Background: an optimization exercise with open tools, aiming at small area, a short achievable clock period and few clock cycles per item. Do not read the settings as production practice. RTL that was checked went through simulation tests only; none was proved equivalent to the original.

12-26:
==> flow/design.v (excerpt) <==
module tcp_congestion_window_update #(
    parameter int WINDOW_BITS  = 32,
    parameter int TIMEOUT_BITS = 24
) (
    input  wire logic                             clk,
    input  wire logic                             rst_n,
    input  wire logic                             cfg_write,
    input  wire logic [cwu_pkg::CFG_IDX_W-1:0]    cfg_index,
    input  wire logic [cwu_pkg::CFG_DATA_W-1:0]   cfg_data,
    input  wire logic                             in_valid,
    output logic                                  in_ready,
    input  wire logic                             operation,
    input  wire logic                             new_data_acked,
    output logic                                  out_valid,
    input  wire logic                             out_ready,
    output logic [cwu_pkg::OUT_WIN_W-1:0]         window,
    output logic [cwu_pkg::OUT_TMO_W-1:0]         timeout_value,
    output logic                                  retransmit,
    output logic                                  restart_timer,
    output logic                                  in_avoidance
);
Size in the first run: roughly 2100 cells after synthesis, about 250 flip-flops.
clock: 8.5 ns
lec_check: 0
abc_clock_period_in_ps: 3000
cap_margin: 20
core_margin: 2
core_utilization: 40
setup_slack_margin: 5.0
slew_margin: 20
run.sh (not shown) runs the stock make flow with config.mk's settings and CLKGATE_MAP_FILE= SYNTH_SCRIPT=/design/flow/synth_recipe.tcl, a recipe that flattens the netlist after the stock synthesis.
What 10-02 does differently from 12-26 at the input level:
- ABC_CLOCK_PERIOD_IN_PS removed (was 3000)
- SETUP_SLACK_MARGIN removed (was 5.0)
Notes after the runs:
- Of 10-02 and 12-26, 10-02 shows the lower overall routing resource usage, with 12-26 above it.
- Fmax: 10-02 lower than 12-26
- 10-02 vs. 12-26: non-clock buffer count went down by 50%.
- Relative to 12-26, 10-02 degrades register-to-register slack.
- 12-26 → 10-02: wire length of the first global-routing pass moved down; final area went down about 12%; fraction of met3 tracks used by global routing went down.
No functional check of the RTL was part of any run of this note.


Setup of alpha:
Another version of the RTL of tcp_congestion_window_update (not shown whole).
For scale: roughly 260 flip-flops, ~100 I/O pins, ~17000 um2 of cells after synthesis.
clock: 8.5 ns
lec_check: 0
cap_margin: 20
core_margin: 2
core_utilization: 40
cts_buf_list: sky130_fd_sc_hd__clkbuf_4
setup_slack_margin: 5.0
slew_margin: 20
standard.sh (not shown) runs the stock make flow with config.mk's settings and CLKGATE_MAP_FILE= SYNTH_SCRIPT=/design/flow/synth_recipe.tcl, a recipe that flattens the netlist after the stock synthesis.
==> flow/flow/run.sh <==
#!/bin/bash
# Standard layout, with plain buffers (not delay cells) on the ports.
set -e
export BUFFER_PORTS_ARGS="-buffer_cell sky130_fd_sc_hd__buf_2"
bash standard.sh > standard.log 2>&1
Testbench counts of alpha, summed over its fixed seeds: cycles 24,030, items 4,800.
[inputs] beta vs alpha
# alpha
export LEC_CHECK = 0
export CAP_MARGIN = 20
export CORE_MARGIN = 2
export CORE_UTILIZATION = 40
export CTS_BUF_LIST = sky130_fd_sc_hd__clkbuf_4
export SETUP_SLACK_MARGIN = 5.0
export SLEW_MARGIN = 20
create_clock -name core_clock -period 8.5 [get_ports {clk}]
# beta
export LEC_CHECK = 0
export CAP_MARGIN = 20
export CORE_MARGIN = 2
export CORE_UTILIZATION = 40
export SETUP_SLACK_MARGIN = 5.0
export SLEW_MARGIN = 20
create_clock -name core_clock -period 8.5 [get_ports {clk}]
==> flow/run.sh (new file) <==
#!/bin/bash
# synth_recipe.tcl (not shown) runs the flow's synth.tcl, then flattens the netlist and writes it again
# the make line also repeats each setting of config.mk as NAME=value (left out here)
make -C /OpenROAD-flow-scripts/flow DESIGN_CONFIG=/design/flow/config.mk WORK_HOME=/design/flow/orfs CLKGATE_MAP_FILE= SYNTH_SCRIPT=/design/flow/synth_recipe.tcl finish
removed: flow/flow/run.sh
removed: flow/standard.sh
==> run notes <==
For total wirelength of the detailed-routed design, beta and alpha come out practically identical. [compare] base=alpha new=beta: multi-input gate area in the final layout -0.35%, wire length of the first global-routing pass comparable, non-clock buffer count now larger, layout clock buffer count now sits lower. beta: post-layout minimum cycle time is 3.4 ps lower than what alpha reported.
Input-level comparison between gamma and beta:
==> flow/flow/run.sh (new file) <==
#!/bin/bash
# Standard layout, with plain buffers (not delay cells) on the ports.
set -e
export BUFFER_PORTS_ARGS="-buffer_cell sky130_fd_sc_hd__buf_2"
bash standard.sh SETUP_SLACK_MARGIN=6.0 finish > standard.log 2>&1
==> flow/standard.sh (new file) <==
#!/bin/bash
# synth_recipe.tcl (not shown) runs the flow's synth.tcl, then flattens the netlist and writes it again
# the make line also repeats each setting of config.mk as NAME=value (left out here)
make -C /OpenROAD-flow-scripts/flow DESIGN_CONFIG=/design/flow/config.mk WORK_HOME=/design/flow/orfs CLKGATE_MAP_FILE= SYNTH_SCRIPT=/design/flow/synth_recipe.tcl "${@:-finish}"
removed: flow/run.sh
==> comparison <==
- Higher non-clock buffer count among gamma and beta: gamma
- Looking at the reports, gamma completed the entire flow and the layout it produced met the timing, DRC and antenna checks.
- NOTE number of DRC markers in iteration 0 beta->gamma increased by a little under 10%
- Taking beta as the reference, in gamma via count up about 7%; buffer and inverter count on the worst path up 2; sequential share of layout area down 3.5 points; growth of design area from synthesis to finish up 15 points.
- Relative to beta, placement-stage worst setup slack has gone up in gamma.

## separate check: timing with driven ports
No port has a modelled driver above. Below, the same layouts with a new extraction and two added sets of constraints.
Step 1 assumes that a clkbuf_16 drives the clock port and a buf_2 every other input.
Step 2 adds t to the input delays and takes it off the output delays; t is the mean of the earliest and latest rising clock arrival at the registers after step 1. Input paths then give back, and output paths get back, about the clock's delay inside the block.
Three values: ideal ports, drivers, drivers and shift; two values: the first two.
| run | t, ns | slack for setup (ns) | worst slew at a driven data input, ns |
|---|---|---|---|
| 12-26 | 0.621 | 4.017 / 4.017 / 4.017 | 0.05 |
| 10-02 | 0.626 | 2.500 / 2.500 / 2.500 | 0.04 |
| alpha | 0.762 | 5.004 / 5.004 / 4.481 | 0.06 |
| beta | 0.625 | 5.008 / 4.983 / 4.548 | 0.04 |
| gamma | 0.645 | 5.062 / 5.062 / 4.768 | 0.07 |
After both steps setup and hold are still met in every run listed. The setup slack of alpha, which loses most, moves by 0.000 ns with the drivers and by -0.523 ns with both steps.
